Context: an optimization exercise on an open-source flow, tuned for small area, a short achievable clock period and few clock cycles per item. The choices shown serve that exercise and are no tape-out recipe.
Function was not checked in any run shown here: the RTL went through the layout flow alone.
Power is estimated from default activity; no workload was simulated.

## flow/design.v (module list and top-level ports; edited modules follow where they fit)
// module ivl2n_lane: 1071 lines
// module ivl2n_fa: 10 lines
// module ivl2n_ha: 9 lines
// module ivl2n_merge: 183 lines
// module ivl2n_sqrt: 81 lines
// module int8_vector_l2_norm: 137 lines
module int8_vector_l2_norm
(
  input  logic        clk_i,
  input  logic        rst_ni,
  input  logic        in_valid,
  output logic        in_ready,
  input  logic [7:0]  in_sample_0,
  input  logic [7:0]  in_sample_1,
  input  logic [7:0]  in_sample_2,
  input  logic [7:0]  in_sample_3,
  input  logic [7:0]  in_sample_4,
  input  logic [7:0]  in_sample_5,
  input  logic [7:0]  in_sample_6,
  input  logic [7:0]  in_sample_7,
  input  logic [3:0]  in_lane_count,
  input  logic        in_last,
  output logic        out_valid,
  input  logic        out_ready,
  output logic [38:0] out_sum_of_squares,
  output logic [27:0] out_norm_fixed,
  output logic        out_overflow
);
  // ...
==> flow/flow/run.sh <==
#!/bin/bash
# The standard layout (the standard.sh, unchanged synthesis and steps), with the port
# buffers that global placement inserts made from the plain buffer family (sky130_fd_sc_hd__buf_1,
# which repair may upsize) instead of the tool's default pick, a delay buffer.
set -euo pipefail
export BUFFER_PORTS_ARGS="-buffer_cell sky130_fd_sc_hd__buf_1"
bash standard.sh > standard.log 2>&1
==> flow/standard.sh <==
#!/bin/bash
# synth_recipe.tcl (not shown) runs the flow's synth.tcl, then flattens the netlist and writes it again
# the make line also repeats each setting of config.mk as NAME=value (left out here)
make -C /OpenROAD-flow-scripts/flow DESIGN_CONFIG=/design/flow/config.mk WORK_HOME=/design/flow/orfs CLKGATE_MAP_FILE= SYNTH_SCRIPT=/design/flow/synth_recipe.tcl "${@:-finish}"
==> flow/config.mk <==
export PLATFORM = sky130hd
export DESIGN_NAME = int8_vector_l2_norm
export DESIGN_NICKNAME = int8_vector_l2_norm
export VERILOG_FILES = /design/flow/design.v
export SDC_FILE = /design/flow/constraint.sdc
export NUM_CORES = 4
export LEC_CHECK = 0
export CAP_MARGIN = 20
export CORE_MARGIN = 2
export CORE_UTILIZATION = 60
export CTS_BUF_LIST = sky130_fd_sc_hd__clkbuf_8
export SETUP_SLACK_MARGIN = 3.8
export SLEW_MARGIN = 20
export SYNTH_HIERARCHICAL = 1
export SYNTH_MINIMUM_KEEP_SIZE = 0
==> flow/constraint.sdc <==
create_clock -name core_clock -period 6.5 [get_ports {clk_i}]
set_input_delay 1.3000 -clock core_clock [delete_from_list [all_inputs] [get_ports {clk_i}]]
set_output_delay 1.3000 -clock core_clock [all_outputs]
set_load 0.01 [all_outputs]
==> metrics.md, run 1 <==
| Metric | Value |
|---|---|
| Hold Path Class | flip-flop to flip-flop |
| Initial antenna violation count | 1 |
| H-tree levels | 3 |
| Routed wire length | about 63 mm |
| Hpwl dp | between 40 and 50 mm |
| Pre-CTS setup slack | 2.30 ns |
| PwrDens | around 520 nW/um2 |
| # resized after CTS | 38 |
| Crit path depth | 11 |
| CP startpoint | u_sqrt.rem_q[28] |
| Max-slew headroom | roughly 40% |
| Clock Skew | ~0.026 ns |
| Status | complete, no violations |
| Worst-skew pair later-pin latency | ~0.65 ns |
| Top pwr grp | combinational cells |
| Pint | 8970 uW |
| Crit-path slowest cell | or4_1 |
| Reg2Reg Capture Point | u_sqrt.rem_q[28] |
| Synth top area cells | dfxtp_1 27%, fa_1 16%, edfxtp_1 12%, and2_1 4.9%, ha_1 4.6% |
| Peak Freq | 362 MHz |
| Seq area share | 35.7% |
| Clk pwr share | 16.9% |
| Grt met3 use | roughly 5.3% |
| Part of the Yosys area used for sequential elements | about two fifths |
| Placed Instance Area | roughly 27,000 um2 |
| Final core utilization | roughly two thirds |
| Post-synthesis cell count | 2,439 |
| First-pass GRT wire length | just under 100 mm |
| WS Path Type | flip-flop to flip-flop |
| Core Footprint | around 43,000 um2 |
| Final WS setup | roughly 3.7 ns |
==> module ivl2n_merge, before the edit <==
module ivl2n_merge
(
  input  logic                  clk_i,
  input  logic                  rst_ni,
  input  logic                  valid_i,     
  input  logic                  valid_nx_i,  
  input  logic                  last_i,
  input  logic [LANE_CNT_W-1:0] lanes_i,
  input  logic [SSQ_W-1:0]      ssq_i,       
  input  logic                  free_i,      
  output logic                  avail_o,     
  output logic [SUM_W-1:0]      sum_o,
  output logic                  ovf_o,
  output logic [WIN-1:0]        root_o,      
  output logic [WIN:0]          rem_o,       
  output logic [STEP_W-1:0]     step_o,      
  output logic [1:0]            pair_o,
  output logic                  fin_d_o,     
  output logic                  hold_d_o
);
  localparam int PADW = 40 + 2 * WIN;
  logic [17:0]       acc_lo_q;       
  logic [20:0]       acc_hi_q, hi_d;
  logic              cy_q;
  logic [SUM_W-1:0]  acc_sum, fin_sum;
  logic [CNT_W-1:0]  cnt_q, cnt_sum, cnt_d;
  logic              ovf_q, ovf_d;
  logic              first_q, first_d, clr_q, clr_d, fin_q, fin_d;
  logic [18:0]       lo_sum;
  logic [20:0]       hi_inc;
  logic [19:0]       top_acc;
  logic              hold_q, hold_d, load, hold_load;
  logic [SUM_W-1:0]  hold_sum_q;
  logic              hold_ovf_q;
  logic [WIN-1:0]    win_root;
  logic [WIN:0]      win_rem;
  logic [STEP_W-1:0] step_init;
  logic [1:0]        pair_init;
  logic [PADW-1:0]   pad;
  logic [39:0]       fin_ext;
  logic [19:0]       nz, top, hold_top_q;
  logic [2*WIN-1:0]  win;
  assign first_d  = valid_i ? last_i : first_q;
  assign clr_d    = valid_nx_i && first_d;
  assign lo_sum   = {1'b0, clr_q ? 18'd0 : acc_lo_q} + {1'b0, ssq_i};
  assign hi_inc   = acc_hi_q + 21'(cy_q);
  assign hi_d     = clr_q ? 21'd0 : hi_inc;
  assign acc_sum  = {hi_inc, acc_lo_q};
  assign cnt_sum  = cnt_q + CNT_W'(lanes_i);
  assign cnt_d    = clr_q ? CNT_W'(lanes_i) : cnt_sum;
  assign ovf_d    = !clr_q && (ovf_q || (cnt_sum[CNT_W-1] && cnt_sum[CNT_W-2:0] != '0));
  assign fin_sum  = ovf_q ? SUM_BOUND : acc_sum;
  assign fin_ext = {1'b0, acc_hi_q, acc_lo_q};
  always_comb begin
    for (int j = 0; j < 20; j++) nz[j] = fin_ext[2*j+1 -: 2] != 2'b00;
    for (int j = 0; j < 20; j++) begin
      top_acc[j] = nz[j];
      for (int i = j + 1; i < 20; i++) top_acc[j] = top_acc[j] && !nz[i];
    end
    if (ovf_q) top = 20'd1 << 19;
    else if (!cy_q) top = top_acc;
    else if (top_acc[19:9] == '0) top = 20'd1 << 9;
    else top = {top_acc[18:9], 9'd0, 1'b0} | {top_acc[19], 19'd0};
  end
  assign pad = {1'b0, hold_sum_q, {(2*WIN){1'b0}}};
  always_comb begin
    step_init = (hold_top_q == '0) ? STEP_W'(8 - WIN) : '0;
    win       = '0;
    pair_init = '0;
    for (int j = 0; j < 20; j++) begin
      if (hold_top_q[j]) step_init = step_init | STEP_W'(j + 8 - WIN);
      win       = win | (hold_top_q[j] ? pad[2*j+1+2*WIN -: 2*WIN] : '0);
      pair_init = pair_init | (hold_top_q[j] ? pad[2*j+1 -: 2] : 2'b00);
    end
  end
  always_comb begin
    case (win)
        6'd0: begin win_root = 3'd0; win_rem = 4'd0; end
        6'd1: begin win_root = 3'd1; win_rem = 4'd0; end
        6'd2: begin win_root = 3'd1; win_rem = 4'd1; end
        6'd3: begin win_root = 3'd1; win_rem = 4'd2; end
        6'd4: begin win_root = 3'd2; win_rem = 4'd0; end
        6'd5: begin win_root = 3'd2; win_rem = 4'd1; end
        6'd6: begin win_root = 3'd2; win_rem = 4'd2; end
        6'd7: begin win_root = 3'd2; win_rem = 4'd3; end
        6'd8: begin win_root = 3'd2; win_rem = 4'd4; end
        6'd9: begin win_root = 3'd3; win_rem = 4'd0; end
        6'd10: begin win_root = 3'd3; win_rem = 4'd1; end
        6'd11: begin win_root = 3'd3; win_rem = 4'd2; end
        6'd12: begin win_root = 3'd3; win_rem = 4'd3; end
        6'd13: begin win_root = 3'd3; win_rem = 4'd4; end
        6'd14: begin win_root = 3'd3; win_rem = 4'd5; end
        6'd15: begin win_root = 3'd3; win_rem = 4'd6; end
        6'd16: begin win_root = 3'd4; win_rem = 4'd0; end
        6'd17: begin win_root = 3'd4; win_rem = 4'd1; end
        6'd18: begin win_root = 3'd4; win_rem = 4'd2; end
        6'd19: begin win_root = 3'd4; win_rem = 4'd3; end
        6'd20: begin win_root = 3'd4; win_rem = 4'd4; end
        6'd21: begin win_root = 3'd4; win_rem = 4'd5; end
        6'd22: begin win_root = 3'd4; win_rem = 4'd6; end
        6'd23: begin win_root = 3'd4; win_rem = 4'd7; end
        6'd24: begin win_root = 3'd4; win_rem = 4'd8; end
        6'd25: begin win_root = 3'd5; win_rem = 4'd0; end
        6'd26: begin win_root = 3'd5; win_rem = 4'd1; end
        6'd27: begin win_root = 3'd5; win_rem = 4'd2; end
        6'd28: begin win_root = 3'd5; win_rem = 4'd3; end
        6'd29: begin win_root = 3'd5; win_rem = 4'd4; end
        6'd30: begin win_root = 3'd5; win_rem = 4'd5; end
        6'd31: begin win_root = 3'd5; win_rem = 4'd6; end
        6'd32: begin win_root = 3'd5; win_rem = 4'd7; end
        6'd33: begin win_root = 3'd5; win_rem = 4'd8; end
        6'd34: begin win_root = 3'd5; win_rem = 4'd9; end
        6'd35: begin win_root = 3'd5; win_rem = 4'd10; end
        6'd36: begin win_root = 3'd6; win_rem = 4'd0; end
        6'd37: begin win_root = 3'd6; win_rem = 4'd1; end
        6'd38: begin win_root = 3'd6; win_rem = 4'd2; end
        6'd39: begin win_root = 3'd6; win_rem = 4'd3; end
        6'd40: begin win_root = 3'd6; win_rem = 4'd4; end
        6'd41: begin win_root = 3'd6; win_rem = 4'd5; end
        6'd42: begin win_root = 3'd6; win_rem = 4'd6; end
        6'd43: begin win_root = 3'd6; win_rem = 4'd7; end
        6'd44: begin win_root = 3'd6; win_rem = 4'd8; end
        6'd45: begin win_root = 3'd6; win_rem = 4'd9; end
        6'd46: begin win_root = 3'd6; win_rem = 4'd10; end
        6'd47: begin win_root = 3'd6; win_rem = 4'd11; end
        6'd48: begin win_root = 3'd6; win_rem = 4'd12; end
        6'd49: begin win_root = 3'd7; win_rem = 4'd0; end
        6'd50: begin win_root = 3'd7; win_rem = 4'd1; end
        6'd51: begin win_root = 3'd7; win_rem = 4'd2; end
        6'd52: begin win_root = 3'd7; win_rem = 4'd3; end
        6'd53: begin win_root = 3'd7; win_rem = 4'd4; end
        6'd54: begin win_root = 3'd7; win_rem = 4'd5; end
        6'd55: begin win_root = 3'd7; win_rem = 4'd6; end
        6'd56: begin win_root = 3'd7; win_rem = 4'd7; end
        6'd57: begin win_root = 3'd7; win_rem = 4'd8; end
        6'd58: begin win_root = 3'd7; win_rem = 4'd9; end
        6'd59: begin win_root = 3'd7; win_rem = 4'd10; end
        6'd60: begin win_root = 3'd7; win_rem = 4'd11; end
        6'd61: begin win_root = 3'd7; win_rem = 4'd12; end
        6'd62: begin win_root = 3'd7; win_rem = 4'd13; end
        6'd63: begin win_root = 3'd7; win_rem = 4'd14; end
        default: begin win_root = 3'd0; win_rem = 4'd0; end
    endcase
  end
  assign avail_o   = hold_q;
  assign sum_o     = hold_sum_q;
  assign ovf_o     = hold_ovf_q;
  assign root_o    = win_root;
  assign rem_o     = win_rem;
  assign step_o    = step_init;
  assign pair_o    = pair_init;
  assign load      = free_i && hold_q;
  assign hold_load = fin_q && (!hold_q || load);
  assign hold_d    = hold_load || (hold_q && !load);
  assign fin_d     = (valid_i && last_i) || (fin_q && !hold_load);
  assign fin_d_o   = fin_d;
  assign hold_d_o  = hold_d;
  always_ff @(posedge clk_i or negedge rst_ni) begin
    if (!rst_ni) begin
      first_q <= 1'b1;
      clr_q   <= 1'b0;
      fin_q   <= 1'b0;
      hold_q  <= 1'b0;
    end else begin
      first_q <= first_d;
      clr_q   <= clr_d;
      fin_q   <= fin_d;
      hold_q  <= hold_d;
    end
  end
  always_ff @(posedge clk_i) begin
    acc_lo_q <= lo_sum[17:0];
    cy_q     <= lo_sum[18];
    acc_hi_q <= hi_d;
    cnt_q <= cnt_d;
    ovf_q <= ovf_d;
    if (hold_load) begin
      hold_sum_q  <= fin_sum;
      hold_ovf_q  <= ovf_q;
      hold_top_q  <= top;
    end
  end
endmodule
==> run 2, diff against run 1 <==
--- a/flow/design.v
+++ b/flow/design.v
@@ -16,17 +16,17 @@
 import ivl2n_pkg::*;
 module ivl2n_lane
 (
   input  logic                           clk_i,
   input  logic                           valid_i,   
   input  logic [LANES-1:0][SAMPLE_W-1:0] mag_i,
   output logic [SSQ_W-1:0]               ssq_o
 );
-  logic [80:0] st1_q;
+  logic [58:0] st1_q;
   logic [43:0] st2_q;
   logic p1;
   logic p2;
   logic p3;
   logic p4;
   logic p5;
   logic p6;
   logic p7;
@@ -1016,77 +1016,77 @@
   ivl2n_fa u_s503 (.a_i(c428), .b_i(c430), .c_i(c432), .s_o(s503), .c_o(c504));
   ivl2n_fa u_s505 (.a_i(c434), .b_i(s435), .c_i(s437), .s_o(s505), .c_o(c506));
   ivl2n_fa u_s507 (.a_i(s439), .b_i(s347), .c_i(p216), .s_o(s507), .c_o(c508));
   ivl2n_fa u_s509 (.a_i(c436), .b_i(c438), .c_i(c440), .s_o(s509), .c_o(c510));
   ivl2n_fa u_s511 (.a_i(s441), .b_i(s443), .c_i(s445), .s_o(s511), .c_o(c512));
   ivl2n_fa u_s513 (.a_i(c442), .b_i(c444), .c_i(c446), .s_o(s513), .c_o(c514));
   ivl2n_fa u_s515 (.a_i(c448), .b_i(c450), .c_i(s451), .s_o(s515), .c_o(c516));
   ivl2n_fa u_s517 (.a_i(c452), .b_i(c454), .c_i(c358), .s_o(s517), .c_o(c518));
-  ivl2n_fa u_s519 (.a_i(st1_q[3]), .b_i(st1_q[4]), .c_i(st1_q[5]), .s_o(s519), .c_o(c520));
-  ivl2n_fa u_s521 (.a_i(st1_q[6]), .b_i(st1_q[7]), .c_i(st1_q[8]), .s_o(s521), .c_o(c522));
-  ivl2n_fa u_s523 (.a_i(st1_q[9]), .b_i(st1_q[10]), .c_i(st1_q[11]), .s_o(s523), .c_o(c524));
-  ivl2n_fa u_s525 (.a_i(st1_q[13]), .b_i(st1_q[14]), .c_i(st1_q[15]), .s_o(s525), .c_o(c526));
-  ivl2n_fa u_s527 (.a_i(st1_q[16]), .b_i(st1_q[17]), .c_i(st1_q[18]), .s_o(s527), .c_o(c528));
-  ivl2n_fa u_s529 (.a_i(st1_q[19]), .b_i(st1_q[20]), .c_i(st1_q[21]), .s_o(s529), .c_o(c530));
-  ivl2n_fa u_s531 (.a_i(st1_q[22]), .b_i(st1_q[23]), .c_i(st1_q[24]), .s_o(s531), .c_o(c532));
-  ivl2n_fa u_s533 (.a_i(st1_q[25]), .b_i(st1_q[26]), .c_i(st1_q[27]), .s_o(s533), .c_o(c534));
-  ivl2n_fa u_s535 (.a_i(st1_q[28]), .b_i(st1_q[29]), .c_i(st1_q[30]), .s_o(s535), .c_o(c536));
-  ivl2n_fa u_s537 (.a_i(st1_q[33]), .b_i(st1_q[34]), .c_i(st1_q[35]), .s_o(s537), .c_o(c538));
-  ivl2n_fa u_s539 (.a_i(st1_q[36]), .b_i(st1_q[37]), .c_i(st1_q[38]), .s_o(s539), .c_o(c540));
-  ivl2n_fa u_s541 (.a_i(st1_q[41]), .b_i(st1_q[42]), .c_i(st1_q[43]), .s_o(s541), .c_o(c542));
-  ivl2n_fa u_s543 (.a_i(st1_q[44]), .b_i(st1_q[45]), .c_i(st1_q[46]), .s_o(s543), .c_o(c544));
-  ivl2n_fa u_s545 (.a_i(st1_q[49]), .b_i(st1_q[50]), .c_i(st1_q[51]), .s_o(s545), .c_o(c546));
-  ivl2n_fa u_s547 (.a_i(st1_q[52]), .b_i(st1_q[53]), .c_i(st1_q[54]), .s_o(s547), .c_o(c548));
-  ivl2n_fa u_s549 (.a_i(st1_q[55]), .b_i(st1_q[56]), .c_i(st1_q[57]), .s_o(s549), .c_o(c550));
-  ivl2n_fa u_s551 (.a_i(st1_q[58]), .b_i(st1_q[59]), .c_i(st1_q[60]), .s_o(s551), .c_o(c552));
-  ivl2n_fa u_s553 (.a_i(st1_q[61]), .b_i(st1_q[62]), .c_i(st1_q[63]), .s_o(s553), .c_o(c554));
-  ivl2n_fa u_s555 (.a_i(st1_q[64]), .b_i(st1_q[65]), .c_i(st1_q[66]), .s_o(s555), .c_o(c556));
-  ivl2n_fa u_s557 (.a_i(st1_q[69]), .b_i(st1_q[70]), .c_i(st1_q[71]), .s_o(s557), .c_o(c558));
-  ivl2n_fa u_s559 (.a_i(st1_q[74]), .b_i(st1_q[75]), .c_i(st1_q[76]), .s_o(s559), .c_o(c560));
-  ivl2n_fa u_s561 (.a_i(st1_q[77]), .b_i(st1_q[78]), .c_i(st1_q[79]), .s_o(s561), .c_o(c562));
-  ivl2n_fa u_s563 (.a_i(c530), .b_i(c532), .c_i(s533), .s_o(s563), .c_o(c564));
-  ivl2n_fa u_s565 (.a_i(c534), .b_i(c536), .c_i(s537), .s_o(s565), .c_o(c566));
-  ivl2n_ha u_s567 (.a_i(s539), .b_i(st1_q[39]), .s_o(s567), .c_o(c568));
-  ivl2n_fa u_s569 (.a_i(c538), .b_i(c540), .c_i(s541), .s_o(s569), .c_o(c570));
-  ivl2n_fa u_s571 (.a_i(s543), .b_i(st1_q[47]), .c_i(st1_q[48]), .s_o(s571), .c_o(c572));
-  ivl2n_fa u_s573 (.a_i(c542), .b_i(c544), .c_i(s545), .s_o(s573), .c_o(c574));
-  ivl2n_ha u_s575 (.a_i(s547), .b_i(s549), .s_o(s575), .c_o(c576));
-  ivl2n_fa u_s577 (.a_i(c546), .b_i(c548), .c_i(c550), .s_o(s577), .c_o(c578));
-  ivl2n_ha u_s579 (.a_i(s551), .b_i(s553), .s_o(s579), .c_o(c580));
-  ivl2n_fa u_s581 (.a_i(c552), .b_i(c554), .c_i(s555), .s_o(s581), .c_o(c582));
-  ivl2n_ha u_s583 (.a_i(st1_q[67]), .b_i(st1_q[68]), .s_o(s583), .c_o(c584));
-  ivl2n_fa u_s585 (.a_i(c556), .b_i(s557), .c_i(st1_q[72]), .s_o(s585), .c_o(c586));
-  ivl2n_ha u_s587 (.a_i(c526), .b_i(c528), .s_o(s587), .c_o(c588));
-  ivl2n_fa u_s589 (.a_i(s563), .b_i(s535), .c_i(st1_q[31]), .s_o(s589), .c_o(c590));
-  ivl2n_fa u_s591 (.a_i(s565), .b_i(s567), .c_i(st1_q[40]), .s_o(s591), .c_o(c592));
+  ivl2n_fa u_s519 (.a_i(c456), .b_i(s363), .c_i(p190), .s_o(s519), .c_o(c520));
+  ivl2n_fa u_s521 (.a_i(s457), .b_i(s233), .c_i(p202), .s_o(s521), .c_o(c522));
+  ivl2n_fa u_s523 (.a_i(c458), .b_i(s459), .c_i(s461), .s_o(s523), .c_o(c524));
+  ivl2n_fa u_s525 (.a_i(c460), .b_i(c462), .c_i(s463), .s_o(s525), .c_o(c526));
+  ivl2n_fa u_s527 (.a_i(s465), .b_i(s381), .c_i(s259), .s_o(s527), .c_o(c528));
+  ivl2n_fa u_s529 (.a_i(c464), .b_i(c466), .c_i(s467), .s_o(s529), .c_o(c530));
+  ivl2n_fa u_s531 (.a_i(s469), .b_i(s471), .c_i(s275), .s_o(s531), .c_o(c532));
+  ivl2n_fa u_s533 (.a_i(c468), .b_i(c470), .c_i(c472), .s_o(s533), .c_o(c534));
+  ivl2n_fa u_s535 (.a_i(s473), .b_i(s475), .c_i(s477), .s_o(s535), .c_o(c536));
+  ivl2n_fa u_s537 (.a_i(c474), .b_i(c476), .c_i(c478), .s_o(s537), .c_o(c538));
+  ivl2n_fa u_s539 (.a_i(c480), .b_i(s481), .c_i(s483), .s_o(s539), .c_o(c540));
+  ivl2n_fa u_s541 (.a_i(c482), .b_i(c484), .c_i(c486), .s_o(s541), .c_o(c542));
+  ivl2n_fa u_s543 (.a_i(c488), .b_i(s489), .c_i(s491), .s_o(s543), .c_o(c544));
+  ivl2n_fa u_s545 (.a_i(c490), .b_i(c492), .c_i(c494), .s_o(s545), .c_o(c546));
+  ivl2n_fa u_s547 (.a_i(c496), .b_i(s497), .c_i(s499), .s_o(s547), .c_o(c548));
+  ivl2n_fa u_s549 (.a_i(s501), .b_i(s337), .c_i(p215), .s_o(s549), .c_o(c550));
+  ivl2n_fa u_s551 (.a_i(c498), .b_i(c500), .c_i(c502), .s_o(s551), .c_o(c552));
+  ivl2n_fa u_s553 (.a_i(s503), .b_i(s505), .c_i(s507), .s_o(s553), .c_o(c554));
+  ivl2n_fa u_s555 (.a_i(c504), .b_i(c506), .c_i(c508), .s_o(s555), .c_o(c556));
+  ivl2n_fa u_s557 (.a_i(c510), .b_i(c512), .c_i(s513), .s_o(s557), .c_o(c558));
+  ivl2n_fa u_s559 (.a_i(c514), .b_i(s515), .c_i(s453), .s_o(s559), .c_o(c560));
+  ivl2n_fa u_s561 (.a_i(c516), .b_i(s517), .c_i(c360), .s_o(s561), .c_o(c562));
+  ivl2n_fa u_s563 (.a_i(st1_q[16]), .b_i(st1_q[17]), .c_i(st1_q[18]), .s_o(s563), .c_o(c564));
+  ivl2n_fa u_s565 (.a_i(st1_q[22]), .b_i(st1_q[23]), .c_i(st1_q[24]), .s_o(s565), .c_o(c566));
+  ivl2n_ha u_s567 (.a_i(st1_q[25]), .b_i(st1_q[26]), .s_o(s567), .c_o(c568));
+  ivl2n_fa u_s569 (.a_i(st1_q[28]), .b_i(st1_q[29]), .c_i(st1_q[30]), .s_o(s569), .c_o(c570));
+  ivl2n_fa u_s571 (.a_i(st1_q[31]), .b_i(st1_q[32]), .c_i(st1_q[33]), .s_o(s571), .c_o(c572));
+  ivl2n_fa u_s573 (.a_i(st1_q[34]), .b_i(st1_q[35]), .c_i(st1_q[36]), .s_o(s573), .c_o(c574));
+  ivl2n_ha u_s575 (.a_i(st1_q[37]), .b_i(st1_q[38]), .s_o(s575), .c_o(c576));
+  ivl2n_fa u_s577 (.a_i(st1_q[39]), .b_i(st1_q[40]), .c_i(st1_q[41]), .s_o(s577), .c_o(c578));
+  ivl2n_ha u_s579 (.a_i(st1_q[42]), .b_i(st1_q[43]), .s_o(s579), .c_o(c580));
+  ivl2n_fa u_s581 (.a_i(st1_q[44]), .b_i(st1_q[45]), .c_i(st1_q[46]), .s_o(s581), .c_o(c582));
+  ivl2n_ha u_s583 (.a_i(st1_q[47]), .b_i(st1_q[48]), .s_o(s583), .c_o(c584));
+  ivl2n_fa u_s585 (.a_i(st1_q[49]), .b_i(st1_q[50]), .c_i(st1_q[51]), .s_o(s585), .c_o(c586));
+  ivl2n_ha u_s587 (.a_i(st1_q[12]), .b_i(st1_q[13]), .s_o(s587), .c_o(c588));
+  ivl2n_fa u_s589 (.a_i(s563), .b_i(st1_q[19]), .c_i(st1_q[20]), .s_o(s589), .c_o(c590));
+  ivl2n_fa u_s591 (.a_i(s565), .b_i(s567), .c_i(st1_q[27]), .s_o(s591), .c_o(c592));
   ivl2n_fa u_s593 (.a_i(s569), .b_i(s571), .c_i(c566), .s_o(s593), .c_o(c594));
   ivl2n_fa u_s595 (.a_i(s573), .b_i(s575), .c_i(c570), .s_o(s595), .c_o(c596));
   ivl2n_fa u_s597 (.a_i(s577), .b_i(s579), .c_i(c574), .s_o(s597), .c_o(c598));
   ivl2n_fa u_s599 (.a_i(s581), .b_i(s583), .c_i(c578), .s_o(s599), .c_o(c600));
-  ivl2n_fa u_s601 (.a_i(s585), .b_i(st1_q[73]), .c_i(c582), .s_o(s601), .c_o(c602));
-  ivl2n_ha u_s603 (.a_i(c558), .b_i(s559), .s_o(s603), .c_o(c604));
+  ivl2n_fa u_s601 (.a_i(s585), .b_i(st1_q[52]), .c_i(c582), .s_o(s601), .c_o(c602));
+  ivl2n_ha u_s603 (.a_i(st1_q[53]), .b_i(st1_q[54]), .s_o(s603), .c_o(c604));
   ivl2n_ha u_s605 (.a_i(st2_q[6]), .b_i(st2_q[7]), .s_o(s605), .c_o(c606));
   ivl2n_fa u_s607 (.a_i(st2_q[9]), .b_i(st2_q[10]), .c_i(st2_q[11]), .s_o(s607), .c_o(c608));
   ivl2n_fa u_s609 (.a_i(st2_q[12]), .b_i(st2_q[13]), .c_i(st2_q[14]), .s_o(s609), .c_o(c610));
   ivl2n_fa u_s611 (.a_i(st2_q[15]), .b_i(st2_q[16]), .c_i(st2_q[17]), .s_o(s611), .c_o(c612));
   ivl2n_fa u_s613 (.a_i(st2_q[18]), .b_i(st2_q[19]), .c_i(st2_q[20]), .s_o(s613), .c_o(c614));
   ivl2n_fa u_s615 (.a_i(st2_q[21]), .b_i(st2_q[22]), .c_i(st2_q[23]), .s_o(s615), .c_o(c616));
   ivl2n_fa u_s617 (.a_i(st2_q[24]), .b_i(st2_q[25]), .c_i(st2_q[26]), .s_o(s617), .c_o(c618));
   ivl2n_fa u_s619 (.a_i(st2_q[27]), .b_i(st2_q[28]), .c_i(st2_q[29]), .s_o(s619), .c_o(c620));
   ivl2n_fa u_s621 (.a_i(st2_q[30]), .b_i(st2_q[31]), .c_i(st2_q[32]), .s_o(s621), .c_o(c622));
   ivl2n_fa u_s623 (.a_i(st2_q[33]), .b_i(st2_q[34]), .c_i(st2_q[35]), .s_o(s623), .c_o(c624));
   ivl2n_fa u_s625 (.a_i(st2_q[36]), .b_i(st2_q[37]), .c_i(st2_q[38]), .s_o(s625), .c_o(c626));
   ivl2n_fa u_s627 (.a_i(st2_q[39]), .b_i(st2_q[40]), .c_i(st2_q[41]), .s_o(s627), .c_o(c628));
   ivl2n_ha u_s629 (.a_i(st2_q[42]), .b_i(st2_q[43]), .s_o(s629), .c_o(c630));
   assign row_a = {c630, s629, s627, s625, s623, s621, s619, s617, s615, s613, s611, s609, s607, s605, st2_q[4], st2_q[3], st2_q[2], st2_q[0]};
   assign row_b = {1'b0, c628, c626, c624, c622, c620, c618, c616, c614, c612, c610, c608, c606, st2_q[8], st2_q[5], 1'b0, 1'b0, st2_q[1]};
   always_ff @(posedge clk_i) begin
-    st1_q <= {c518, c360, s517, c516, s453, s515, c514, s449, s447, s513, c512, c510, s511, s509, c508, c506, c504, s507, s505, s503, c502, c500, c498, p215, s337, s501, s499, s497, c496, c494, c492, c490, s495, s493, s491, s489, c488, c486, c484, c482, s487, s485, s483, s481, c480, c478, c476, c474, p211, s479, s477, s475, s473, c472, c470, c468, s275, s471, s469, s467, c466, c464, s259, s381, s465, s463, c462, c460, p203, s461, s459, c458, p202, s233, s457, p190, s363, c456, s455, mag_i[7][0], s361};
-    st2_q <= {st1_q[80], c562, c604, s561, c560, c602, c586, s603, c600, c584, s601, c598, c580, s599, c596, c576, s597, c594, c572, s595, c592, c568, s593, c590, c564, s591, c588, st1_q[32], s589, s531, s529, s587, s527, s525, c524, st1_q[12], s523, c522, s521, c520, s519, st1_q[2], st1_q[1], st1_q[0]};
+    st1_q <= {c518, c562, s561, c560, s559, c558, s449, s447, s557, c556, s511, s509, s555, c554, c552, s553, s551, c550, c548, c546, s549, s547, s545, c544, c542, s495, s493, s543, s541, c540, c538, s487, s485, s539, s537, c536, c534, p211, s479, s535, s533, c532, c530, s531, s529, c528, c526, s527, s525, c524, p203, s523, c522, s521, c520, s519, s455, mag_i[7][0], s361};
+    st2_q <= {st1_q[58], st1_q[57], c604, st1_q[56], st1_q[55], c602, c586, s603, c600, c584, s601, c598, c580, s599, c596, c576, s597, c594, c572, s595, c592, c568, s593, c590, c564, s591, c588, st1_q[21], s589, st1_q[15], st1_q[14], s587, st1_q[11], st1_q[10], st1_q[9], st1_q[8], st1_q[7], st1_q[6], st1_q[5], st1_q[4], st1_q[3], st1_q[2], st1_q[1], st1_q[0]};
     ssq_o <= valid_i ? row_a + row_b : '0;
   end
 endmodule
 module ivl2n_fa
 (
   input  logic a_i,
   input  logic b_i,
   input  logic c_i,
@@ -1121,146 +1121,140 @@
   output logic [WIN-1:0]        root_o,      
   output logic [WIN:0]          rem_o,       
   output logic [STEP_W-1:0]     step_o,      
   output logic [1:0]            pair_o,
   output logic                  fin_d_o,     
   output logic                  hold_d_o
 );
   localparam int PADW = 40 + 2 * WIN;
-  logic [17:0]       acc_lo_q;       
-  logic [20:0]       acc_hi_q, hi_d;
-  logic              cy_q;
-  logic [SUM_W-1:0]  acc_sum, fin_sum;
+  logic [SUM_W-1:0]  acc_q, sum_d, fin_sum;
   logic [CNT_W-1:0]  cnt_q, cnt_sum, cnt_d;
   logic              ovf_q, ovf_d;
   logic              first_q, first_d, clr_q, clr_d, fin_q, fin_d;
   logic [18:0]       lo_sum;
   logic [20:0]       hi_inc;
-  logic [19:0]       top_acc;
   logic              hold_q, hold_d, load, hold_load;
   logic [SUM_W-1:0]  hold_sum_q;
   logic              hold_ovf_q;
   logic [WIN-1:0]    win_root;
   logic [WIN:0]      win_rem;
   logic [STEP_W-1:0] step_init;
   logic [1:0]        pair_init;
   logic [PADW-1:0]   pad;
   logic [39:0]       fin_ext;
-  logic [19:0]       nz, top, hold_top_q;
-  logic [2*WIN-1:0]  win;
+  logic [19:0]       nz, top;
+  logic [2*WIN-1:0]  win, hold_win_q;
+  logic [STEP_W-1:0] hold_step_q;
+  logic [1:0]        hold_pair_q;
   assign first_d  = valid_i ? last_i : first_q;
   assign clr_d    = valid_nx_i && first_d;
-  assign lo_sum   = {1'b0, clr_q ? 18'd0 : acc_lo_q} + {1'b0, ssq_i};
-  assign hi_inc   = acc_hi_q + 21'(cy_q);
-  assign hi_d     = clr_q ? 21'd0 : hi_inc;
-  assign acc_sum  = {hi_inc, acc_lo_q};
+  assign lo_sum   = {1'b0, acc_q[17:0]} + {1'b0, ssq_i};
+  assign hi_inc   = acc_q[38:18] + 21'd1;
+  assign sum_d    = clr_q ? SUM_W'(ssq_i)
+                  : {lo_sum[18] ? hi_inc : acc_q[38:18], lo_sum[17:0]};
   assign cnt_sum  = cnt_q + CNT_W'(lanes_i);
   assign cnt_d    = clr_q ? CNT_W'(lanes_i) : cnt_sum;
   assign ovf_d    = !clr_q && (ovf_q || (cnt_sum[CNT_W-1] && cnt_sum[CNT_W-2:0] != '0));
-  assign fin_sum  = ovf_q ? SUM_BOUND : acc_sum;
-  assign fin_ext = {1'b0, acc_hi_q, acc_lo_q};
+  assign fin_sum  = ovf_q ? SUM_BOUND : acc_q;
+  assign fin_ext = {1'b0, acc_q};
   always_comb begin
     for (int j = 0; j < 20; j++) nz[j] = fin_ext[2*j+1 -: 2] != 2'b00;
     for (int j = 0; j < 20; j++) begin
-      top_acc[j] = nz[j];
-      for (int i = j + 1; i < 20; i++) top_acc[j] = top_acc[j] && !nz[i];
+      top[j] = ovf_q ? (j == 19) : nz[j];
+      for (int i = j + 1; i < 20; i++) top[j] = top[j] && (ovf_q || !nz[i]);
     end
-    if (ovf_q) top = 20'd1 << 19;
-    else if (!cy_q) top = top_acc;
-    else if (top_acc[19:9] == '0) top = 20'd1 << 9;
-    else top = {top_acc[18:9], 9'd0, 1'b0} | {top_acc[19], 19'd0};
   end
-  assign pad = {1'b0, hold_sum_q, {(2*WIN){1'b0}}};
+  assign pad = {1'b0, fin_sum, {(2*WIN){1'b0}}};
   always_comb begin
-    step_init = (hold_top_q == '0) ? STEP_W'(8 - WIN) : '0;
+    step_init = (top == '0) ? STEP_W'(8 - WIN) : '0;
     win       = '0;
     pair_init = '0;
     for (int j = 0; j < 20; j++) begin
-      if (hold_top_q[j]) step_init = step_init | STEP_W'(j + 8 - WIN);
-      win       = win | (hold_top_q[j] ? pad[2*j+1+2*WIN -: 2*WIN] : '0);
-      pair_init = pair_init | (hold_top_q[j] ? pad[2*j+1 -: 2] : 2'b00);
+      if (top[j]) step_init = step_init | STEP_W'(j + 8 - WIN);
+      win       = win | (top[j] ? pad[2*j+1+2*WIN -: 2*WIN] : '0);
+      pair_init = pair_init | (top[j] ? pad[2*j+1 -: 2] : 2'b00);
     end
   end
   always_comb begin
-    case (win)
-        6'd0: begin win_root = 3'd0; win_rem = 4'd0; end
-        6'd1: begin win_root = 3'd1; win_rem = 4'd0; end
-        6'd2: begin win_root = 3'd1; win_rem = 4'd1; end
-        6'd3: begin win_root = 3'd1; win_rem = 4'd2; end
-        6'd4: begin win_root = 3'd2; win_rem = 4'd0; end
-        6'd5: begin win_root = 3'd2; win_rem = 4'd1; end
-        6'd6: begin win_root = 3'd2; win_rem = 4'd2; end
-        6'd7: begin win_root = 3'd2; win_rem = 4'd3; end
-        6'd8: begin win_root = 3'd2; win_rem = 4'd4; end
-        6'd9: begin win_root = 3'd3; win_rem = 4'd0; end
-        6'd10: begin win_root = 3'd3; win_rem = 4'd1; end
-        6'd11: begin win_root = 3'd3; win_rem = 4'd2; end
-        6'd12: begin win_root = 3'd3; win_rem = 4'd3; end
-        6'd13: begin win_root = 3'd3; win_rem = 4'd4; end
-        6'd14: begin win_root = 3'd3; win_rem = 4'd5; end
-        6'd15: begin win_root = 3'd3; win_rem = 4'd6; end
-        6'd16: begin win_root = 3'd4; win_rem = 4'd0; end
-        6'd17: begin win_root = 3'd4; win_rem = 4'd1; end
-        6'd18: begin win_root = 3'd4; win_rem = 4'd2; end
-        6'd19: begin win_root = 3'd4; win_rem = 4'd3; end
-        6'd20: begin win_root = 3'd4; win_rem = 4'd4; end
-        6'd21: begin win_root = 3'd4; win_rem = 4'd5; end
-        6'd22: begin win_root = 3'd4; win_rem = 4'd6; end
-        6'd23: begin win_root = 3'd4; win_rem = 4'd7; end
-        6'd24: begin win_root = 3'd4; win_rem = 4'd8; end
-        6'd25: begin win_root = 3'd5; win_rem = 4'd0; end
-        6'd26: begin win_root = 3'd5; win_rem = 4'd1; end
-        6'd27: begin win_root = 3'd5; win_rem = 4'd2; end
-        6'd28: begin win_root = 3'd5; win_rem = 4'd3; end
-        6'd29: begin win_root = 3'd5; win_rem = 4'd4; end
-        6'd30: begin win_root = 3'd5; win_rem = 4'd5; end
-        6'd31: begin win_root = 3'd5; win_rem = 4'd6; end
-        6'd32: begin win_root = 3'd5; win_rem = 4'd7; end
-        6'd33: begin win_root = 3'd5; win_rem = 4'd8; end
-        6'd34: begin win_root = 3'd5; win_rem = 4'd9; end
-        6'd35: begin win_root = 3'd5; win_rem = 4'd10; end
-        6'd36: begin win_root = 3'd6; win_rem = 4'd0; end
-        6'd37: begin win_root = 3'd6; win_rem = 4'd1; end
-        6'd38: begin win_root = 3'd6; win_rem = 4'd2; end
-        6'd39: begin win_root = 3'd6; win_rem = 4'd3; end
-        6'd40: begin win_root = 3'd6; win_rem = 4'd4; end
-        6'd41: begin win_root = 3'd6; win_rem = 4'd5; end
-        6'd42: begin win_root = 3'd6; win_rem = 4'd6; end
-        6'd43: begin win_root = 3'd6; win_rem = 4'd7; end
-        6'd44: begin win_root = 3'd6; win_rem = 4'd8; end
-        6'd45: begin win_root = 3'd6; win_rem = 4'd9; end
-        6'd46: begin win_root = 3'd6; win_rem = 4'd10; end
-        6'd47: begin win_root = 3'd6; win_rem = 4'd11; end
-        6'd48: begin win_root = 3'd6; win_rem = 4'd12; end
-        6'd49: begin win_root = 3'd7; win_rem = 4'd0; end
-        6'd50: begin win_root = 3'd7; win_rem = 4'd1; end
-        6'd51: begin win_root = 3'd7; win_rem = 4'd2; end
-        6'd52: begin win_root = 3'd7; win_rem = 4'd3; end
-        6'd53: begin win_root = 3'd7; win_rem = 4'd4; end
-        6'd54: begin win_root = 3'd7; win_rem = 4'd5; end
-        6'd55: begin win_root = 3'd7; win_rem = 4'd6; end
-        6'd56: begin win_root = 3'd7; win_rem = 4'd7; end
-        6'd57: begin win_root = 3'd7; win_rem = 4'd8; end
-        6'd58: begin win_root = 3'd7; win_rem = 4'd9; end
-        6'd59: begin win_root = 3'd7; win_rem = 4'd10; end
-        6'd60: begin win_root = 3'd7; win_rem = 4'd11; end
-        6'd61: begin win_root = 3'd7; win_rem = 4'd12; end
-        6'd62: begin win_root = 3'd7; win_rem = 4'd13; end
-        6'd63: begin win_root = 3'd7; win_rem = 4'd14; end
-        default: begin win_root = 3'd0; win_rem = 4'd0; end
+    case (hold_win_q)
+      6'd0: begin win_root = 3'd0; win_rem = 4'd0; end
+      6'd1: begin win_root = 3'd1; win_rem = 4'd0; end
+      6'd2: begin win_root = 3'd1; win_rem = 4'd1; end
+      6'd3: begin win_root = 3'd1; win_rem = 4'd2; end
+      6'd4: begin win_root = 3'd2; win_rem = 4'd0; end
+      6'd5: begin win_root = 3'd2; win_rem = 4'd1; end
+      6'd6: begin win_root = 3'd2; win_rem = 4'd2; end
+      6'd7: begin win_root = 3'd2; win_rem = 4'd3; end
+      6'd8: begin win_root = 3'd2; win_rem = 4'd4; end
+      6'd9: begin win_root = 3'd3; win_rem = 4'd0; end
+      6'd10: begin win_root = 3'd3; win_rem = 4'd1; end
+      6'd11: begin win_root = 3'd3; win_rem = 4'd2; end
+      6'd12: begin win_root = 3'd3; win_rem = 4'd3; end
+      6'd13: begin win_root = 3'd3; win_rem = 4'd4; end
+      6'd14: begin win_root = 3'd3; win_rem = 4'd5; end
+      6'd15: begin win_root = 3'd3; win_rem = 4'd6; end
+      6'd16: begin win_root = 3'd4; win_rem = 4'd0; end
+      6'd17: begin win_root = 3'd4; win_rem = 4'd1; end
+      6'd18: begin win_root = 3'd4; win_rem = 4'd2; end
+      6'd19: begin win_root = 3'd4; win_rem = 4'd3; end
+      6'd20: begin win_root = 3'd4; win_rem = 4'd4; end
+      6'd21: begin win_root = 3'd4; win_rem = 4'd5; end
+      6'd22: begin win_root = 3'd4; win_rem = 4'd6; end
+      6'd23: begin win_root = 3'd4; win_rem = 4'd7; end
+      6'd24: begin win_root = 3'd4; win_rem = 4'd8; end
+      6'd25: begin win_root = 3'd5; win_rem = 4'd0; end
+      6'd26: begin win_root = 3'd5; win_rem = 4'd1; end
+      6'd27: begin win_root = 3'd5; win_rem = 4'd2; end
+      6'd28: begin win_root = 3'd5; win_rem = 4'd3; end
+      6'd29: begin win_root = 3'd5; win_rem = 4'd4; end
+      6'd30: begin win_root = 3'd5; win_rem = 4'd5; end
+      6'd31: begin win_root = 3'd5; win_rem = 4'd6; end
+      6'd32: begin win_root = 3'd5; win_rem = 4'd7; end
+      6'd33: begin win_root = 3'd5; win_rem = 4'd8; end
+      6'd34: begin win_root = 3'd5; win_rem = 4'd9; end
+      6'd35: begin win_root = 3'd5; win_rem = 4'd10; end
+      6'd36: begin win_root = 3'd6; win_rem = 4'd0; end
+      6'd37: begin win_root = 3'd6; win_rem = 4'd1; end
+      6'd38: begin win_root = 3'd6; win_rem = 4'd2; end
+      6'd39: begin win_root = 3'd6; win_rem = 4'd3; end
+      6'd40: begin win_root = 3'd6; win_rem = 4'd4; end
+      6'd41: begin win_root = 3'd6; win_rem = 4'd5; end
+      6'd42: begin win_root = 3'd6; win_rem = 4'd6; end
+      6'd43: begin win_root = 3'd6; win_rem = 4'd7; end
+      6'd44: begin win_root = 3'd6; win_rem = 4'd8; end
+      6'd45: begin win_root = 3'd6; win_rem = 4'd9; end
+      6'd46: begin win_root = 3'd6; win_rem = 4'd10; end
+      6'd47: begin win_root = 3'd6; win_rem = 4'd11; end
+      6'd48: begin win_root = 3'd6; win_rem = 4'd12; end
+      6'd49: begin win_root = 3'd7; win_rem = 4'd0; end
+      6'd50: begin win_root = 3'd7; win_rem = 4'd1; end
+      6'd51: begin win_root = 3'd7; win_rem = 4'd2; end
+      6'd52: begin win_root = 3'd7; win_rem = 4'd3; end
+      6'd53: begin win_root = 3'd7; win_rem = 4'd4; end
+      6'd54: begin win_root = 3'd7; win_rem = 4'd5; end
+      6'd55: begin win_root = 3'd7; win_rem = 4'd6; end
+      6'd56: begin win_root = 3'd7; win_rem = 4'd7; end
+      6'd57: begin win_root = 3'd7; win_rem = 4'd8; end
+      6'd58: begin win_root = 3'd7; win_rem = 4'd9; end
+      6'd59: begin win_root = 3'd7; win_rem = 4'd10; end
+      6'd60: begin win_root = 3'd7; win_rem = 4'd11; end
+      6'd61: begin win_root = 3'd7; win_rem = 4'd12; end
+      6'd62: begin win_root = 3'd7; win_rem = 4'd13; end
+      6'd63: begin win_root = 3'd7; win_rem = 4'd14; end
+      default: begin win_root = 3'd0; win_rem = 4'd0; end
     endcase
   end
   assign avail_o   = hold_q;
   assign sum_o     = hold_sum_q;
   assign ovf_o     = hold_ovf_q;
   assign root_o    = win_root;
   assign rem_o     = win_rem;
-  assign step_o    = step_init;
-  assign pair_o    = pair_init;
+  assign step_o    = hold_step_q;
+  assign pair_o    = hold_pair_q;
   assign load      = free_i && hold_q;
   assign hold_load = fin_q && (!hold_q || load);
   assign hold_d    = hold_load || (hold_q && !load);
   assign fin_d     = (valid_i && last_i) || (fin_q && !hold_load);
   assign fin_d_o   = fin_d;
   assign hold_d_o  = hold_d;
   always_ff @(posedge clk_i or negedge rst_ni) begin
     if (!rst_ni) begin
@@ -1271,25 +1265,25 @@
     end else begin
       first_q <= first_d;
       clr_q   <= clr_d;
       fin_q   <= fin_d;
       hold_q  <= hold_d;
     end
   end
   always_ff @(posedge clk_i) begin
-    acc_lo_q <= lo_sum[17:0];
-    cy_q     <= lo_sum[18];
-    acc_hi_q <= hi_d;
+    acc_q <= sum_d;
     cnt_q <= cnt_d;
     ovf_q <= ovf_d;
     if (hold_load) begin
       hold_sum_q  <= fin_sum;
       hold_ovf_q  <= ovf_q;
-      hold_top_q  <= top;
+      hold_win_q  <= win;
+      hold_step_q <= step_init;
+      hold_pair_q <= pair_init;
     end
   end
 endmodule
 import ivl2n_pkg::*;
 module ivl2n_sqrt
 (
   input  logic              clk_i,
   input  logic              rst_ni,
==> flow/config.mk (replaced) <==
export PLATFORM = sky130hd
export DESIGN_NAME = int8_vector_l2_norm
export DESIGN_NICKNAME = int8_vector_l2_norm
export VERILOG_FILES = /design/flow/design.v
export SDC_FILE = /design/flow/constraint.sdc
export NUM_CORES = 4
export LEC_CHECK = 0
export CAP_MARGIN = 20
export CORE_MARGIN = 2
export CORE_UTILIZATION = 60
export SETUP_SLACK_MARGIN = 3.5
export SLEW_MARGIN = 20
export SYNTH_HIERARCHICAL = 1
export SYNTH_MINIMUM_KEEP_SIZE = 0
==> metrics.md, run 2 <==
| Metric | Value |
|---|---|
| Multi-input gate area | 16,000 um2 (was 15,200 um2) |
| Leak pwr | 0.0122 uW (was 0.0121 uW) |
| Count of pins over their slew limit | 0 (unchanged) |
| Antenna Nets Post-Route | 0 (unchanged) |
| Worst Tran Pin Value | 0.964 ns (was 0.894 ns) |
| Root buffer cell | clkbuf_16 (was clkbuf_8) |
| Pin count of the biggest net entering global routing | 84 (was 61) |
| First-pass GRT wire length | 104 mm (was 99.4 mm) |
| RSZ-0062 raised after global routing | yes (unchanged) |
| Final setup vio count | 0 (unchanged) |
| Dominant cell type by area after synthesis | dfxtp_1 (unchanged) |
| Vias in the first global route | 19,800 (was 19,100) |
| Antenna cells | 0 (was 1) |
| Register Area | 10,000 um2 (was 10,500 um2) |
| Setup TNS | 0 ns (unchanged) |
| Gp weighted congestion | 0.942 (was 0.948) |
| Peak Freq | 316 MHz (was 362 MHz) |
| Initial Util | 60.4% (was 60.3%) |
| Worst-skew pair later-pin latency | 0.59 ns (was 0.65 ns) |
| Hpwl dp | 48.7 mm (was 46.4 mm) |
| Most frequent cells in the layout | 303 x dfxtp_1, 224 x nor2_1, 200 x fa_1 (was 352 x dfxtp_1, 219 x nor2_1, 202 x and2_1) |
| Startpoint of the worst hold path | b1_lanes_q[0] (was u_lane.st1_q[1]) |
| Hold_ws | 0.321 ns (was 0.326 ns) |
| Peak supply drop | 299 uV (was 295 uV) |
| Mapped Area | 25,800 um2 (about the same) |
| Total grt overflow | 0 (unchanged) |
| Vias per cell | 5.98 (was 5.81) |
| Part of the Yosys area used for sequential elements | 38.4% (was 40.5%) |
| Post-synth EDFFs | 96 (was 103) |
| Fin crit period | 3.16 ns (was 2.77 ns) |
| Row cnt | 76 (unchanged) |
| Mean routed wirelength per cell | 19.7 um (was 19.3 um) |
| Die Y-Extent | 212 um (was 211 um) |
| Most common cell in the netlist | dfxtp_1 (unchanged) |
| Post-Synth XOR/XNOR Area | 5.25% (was 5.39%) |
| Die area | 44,700 um2 (about the same) |
| Clock Skew | 0.0232 ns (was 0.0262 ns) |
| Final Cycle Share | 48.7% (was 42.6%) |
| Hold EP | b2_lanes_q[0] (was u_lane.st2_q[1]) |
| Crit path launch type | flip-flop (unchanged) |
| Cts bufs inserted | 47 (was 81) |
| R2R Setup Slk | 3.34 ns (was 3.73 ns) |
| Regs by FF count | a_mag_q (64), u_lane.st1_q (59), u_lane.st2_q (44) (was u_lane.st1_q (81), a_mag_q (64), u_lane.st2_q (44)) |
| Hold path depth | 0 (unchanged) |
| Adder-cell share of the synthesized area | 20.2% (was 20.1%) |
| Reg-to-reg startpoint | u_merge.acc_q[35] (was u_sqrt.rem_q[28]) |
| Post-synth ARST share | 2.47% (was 2.35%) |
| Biggest register | a_mag_q (was u_lane.st1_q) |
| Status | complete, no violations (unchanged) |
| WS Path Type | flip-flop to flip-flop (unchanged) |
| Clock transition at path regs | 0.06 ns (about the same) |
| Clock Sinks | 445 (was 468) |
| Main flop type after synthesis | dfxtp_1 (unchanged) |
| Synth top area cells | dfxtp_1 26%, fa_1 16%, edfxtp_1 11%, and2_1 4.6%, ha_1 4.6% (was dfxtp_1 27%, fa_1 16%, edfxtp_1 12%, and2_1 4.9%, ha_1 4.6%) |
| Synth cell count leaders | 338 x dfxtp_1, 237 x nor2_1, 201 x fa_1 (was 354 x dfxtp_1, 223 x nor2_1, 204 x and2_1) |
| Ys Warns | 10 (unchanged) |
| IO Pins | 143 (unchanged) |
| Routed wire length | 65.1 mm (was 63.2 mm) |
| R2r worst-path depth | 15 (was 11) |
| Post-synthesis cell count | 2,520 (was 2,439) |
| Design Area, Final | 29,800 um2 (was 29,300 um2) |
| Max FFs per register | 64 (was 81) |
| Initial antenna violation count | 0 (was 1) |
| Clock tree buffer depth | 3 (unchanged) |
| TritonCTS clock tree | built (unchanged) |
| Reg2Reg Capture Point | u_merge.rem_o[1] (was u_sqrt.rem_q[28]) |
| Combinational family with the most area after synthesis | simple AND/OR/NAND/NOR gates (was adder cells) |
| Synth top area share | 26.2% (was 27.4%) |
| Synth cell types | 111 (was 107) |
| Most common cell after layout, fill and taps aside | dfxtp_1 (unchanged) |
| # DRC | 0 (unchanged) |
| Final hold violation count | 0 (unchanged) |
| Post-Synth Simple-Gate Area | 20.2% (was 19.6%) |
| Core Footprint | 42,800 um2 (unchanged) |
| DR vias | 19,800 (was 19,000) |
| Hold Path Class | flip-flop to flip-flop (unchanged) |
| Synthesis-stage register bit count | 445 (was 468) |
| Final layout net count | 3,090 (was 3,026) |
| Crit-path max FO | 7 (unchanged) |
| TritonRoute pass-1 iters | 6 (was 8) |
| Placed Instance Area | 26,900 um2 (was 26,800 um2) |
| Overall routing resource usage | 29.5% (was 28.5%) |
| Filler cells | 3,245 (was 3,328) |
| PwrDens | 541 nW/um2 (was 519 nW/um2) |
| WP data arrival | 3.65 ns (was 3.36 ns) |
| Max-slew headroom | 35.7% (was 40.2%) |
| Chip Width | 212 um (was 211 um) |
| Mux cell area share after synthesis | 1.37% (was 1.07%) |
| Endpoint type of the worst setup path | flip-flop (unchanged) |
| Synthesized area per cell | 10.3 um2 (was 10.6 um2) |
| Share of cells above drive strength 1 | 13.2% (was 11.3%) |
| # Max-Cap Violations | 0 (unchanged) |
| Area Growth Syn to Fin | 15.5% (was 13.6%) |
| Initial drt markers | 1,693 (was 1,392) |
| Hold-fix buffers, CTS | 0 (unchanged) |
| Post-synthesis net count | 2,888 (was 2,807) |
| H-tree levels | 2 (was 3) |
| Buffers on Ports | 142 (unchanged) |
| CP required | 6.98 ns (was 7.09 ns) |
| Post-synthesis compound-gate area fraction | 12.3% (was 11.1%) |
[run 2: changes by cell type after synthesis, sizes merged, moves of 10 or more]
cell and change:
nor2 +14, inv +10, a21o +15, dfxtp -16, buf +11, o21ai +14, and2 -15, nand2 +36
a22oi -30, nor2b -11
[run 2: worst max-delay path, cell delays in order, from the launching register on]
cell	delay (ns)
dfxtp_4	0.38
nor4_4	0.26
buf_4	0.19
nand2_4	0.07
nor4_4	0.23
buf_6	0.18
and2_4	0.16
a32o_2	0.21
a2111oi_4	0.07
o21ai_2	0.11
mux2_4	0.21
inv_4	0.06
ha_4	0.27
nor3_2	0.04
or4_1	0.48
o21a_1	0.12
[run 2: routing by layer]
| metal | GRT usage [%] | share of wire (%) | wire, um |
|---|---|---|---|
| met1 | 39.8 | 43 | 28100 |
| met2 | 48.7 | 47 | 30600 |
| met3 | 4.67 | 6.4 | 4160 |
| met4 | 10.2 | 3.4 | 2210 |
| met5 | 0 | 0 | 0 |
[run 2: repair_timing]
| action | in CTS | in global routing |
|---|---|---|
| gates cloned | 1 | 1 |
| setup endpoints to repair | 94 | 48 |
| buffers inserted | 46 | 28 |
| pin swaps | 33 | 28 |
| resized for setup | 149 | 61 |
[run 2: power by group]
group	switching [uW]	total [uW]	internal (uW)
Clock	1110	2660	1550
Sequential	978	4970	3990
Combinational	4850	8510	3660
Total	6940	16100	9200
[run 2: layout make-up]
class | instances | share of cell area (%)
clock buffer | 59 | 4.23
clock inverter | 26 | 0.927
inverter | 73 | 1.05
multi-input combinational | 1929 | 53.7
sequential | 445 | 33.6
tap | 546 | 2.29
timing repair buffer | 226 | 4.15
[run 2: per-module statistics from Yosys, one instance, submodules excluded]
module               cell area (um2)  copies in the design
int8_vector_l2_norm             3440                     1
ivl2n_fa                        20.0                   199
ivl2n_ha                        12.5                     8
ivl2n_lane                      4710                     1
ivl2n_merge                     7980                     1
ivl2n_sqrt                      5620                     1
[run 2: kinds of logic (layout without fill, tap and decap cells)]
family,after synthesis,count (layout)
AND/OR/NAND/NOR,981,982
adder cells (fa/ha/maj),296,296
buffers and inverters,147,384
XOR/XNOR,155,155
flip-flops,445,445
multiplexers,33,33
AO/OA/AOI/OAI,463,463
[run 2: worst max path at each step]
| stage | startpoint | endpoint | cells past startpoint | slack, ns |
|---|---|---|---|---|
| 2_1_floorplan | u_merge.acc_q[35] | u_merge.rem_o[1] | 15 | 3.23 |
| 3_3_place_gp | u_merge.ovf_q | u_merge.rem_o[1] | 13 | 2.40 |
| 3_5_place_dp | u_merge.acc_q[38] | u_merge.rem_o[1] | 13 | 2.42 |
| 4_1_cts | u_merge.acc_q[31] | u_merge.rem_o[1] | 14 | 3.30 |
| 5_1_grt | u_merge.acc_q[34] | u_merge.rem_o[1] | 13 | 3.27 |
| 6_report | u_merge.acc_q[35] | u_merge.rem_o[1] | 15 | 3.34 |
[run 2: metrics by stage]
stage / setup WS [ns] / std cells / total power (uW) / util, %
final: 3.34 / 3304 / 16100 / 69.7
after CTS: 3.30 / 3275 / 15800 / 68.6
after global routing: 3.27 / 3304 / 17300 / 69.7
after detailed placement: 2.42 / 3143 / 12600 / 62.9
after global placement: 2.40 / 3143 / 12400 / 62.9
after floorplan: 3.23 / 2520 / 10500 / -

## re-timing with driven ports
The results above use ideal ports. As a check the final layouts listed here were re-extracted and re-timed, cells and wires unchanged.
Step 1: set_driving_cell puts a clkbuf_16 on clk_i and a buf_2 on each other input, an assumption about the parent block.
Step 2, shift: input delay + t, output delay - t, t = (earliest + latest rising clock arrival at the registers) / 2. This alone moves slack from input paths to output paths.
a / b / c = ideal ports / drivers / drivers and shift; a / b = the first two.
run | shift t [ns] | setup slack, ns | worst setup path after step 2 | worst register clock-pin slew, ns | worst slew at a driven data input, ns
run 1 | 0.699 | 3.734 / 3.734 / 3.273 | input to register | 0.06 / 0.06 | 0.07
run 2 | 0.639 | 3.336 / 3.336 / 2.891 | input to register | 0.06 / 0.06 | 0.03
After both steps every run listed still meets setup and hold. The setup slack of run 1, which loses most, moves by 0.000 ns with the drivers and by -0.461 ns with both steps.
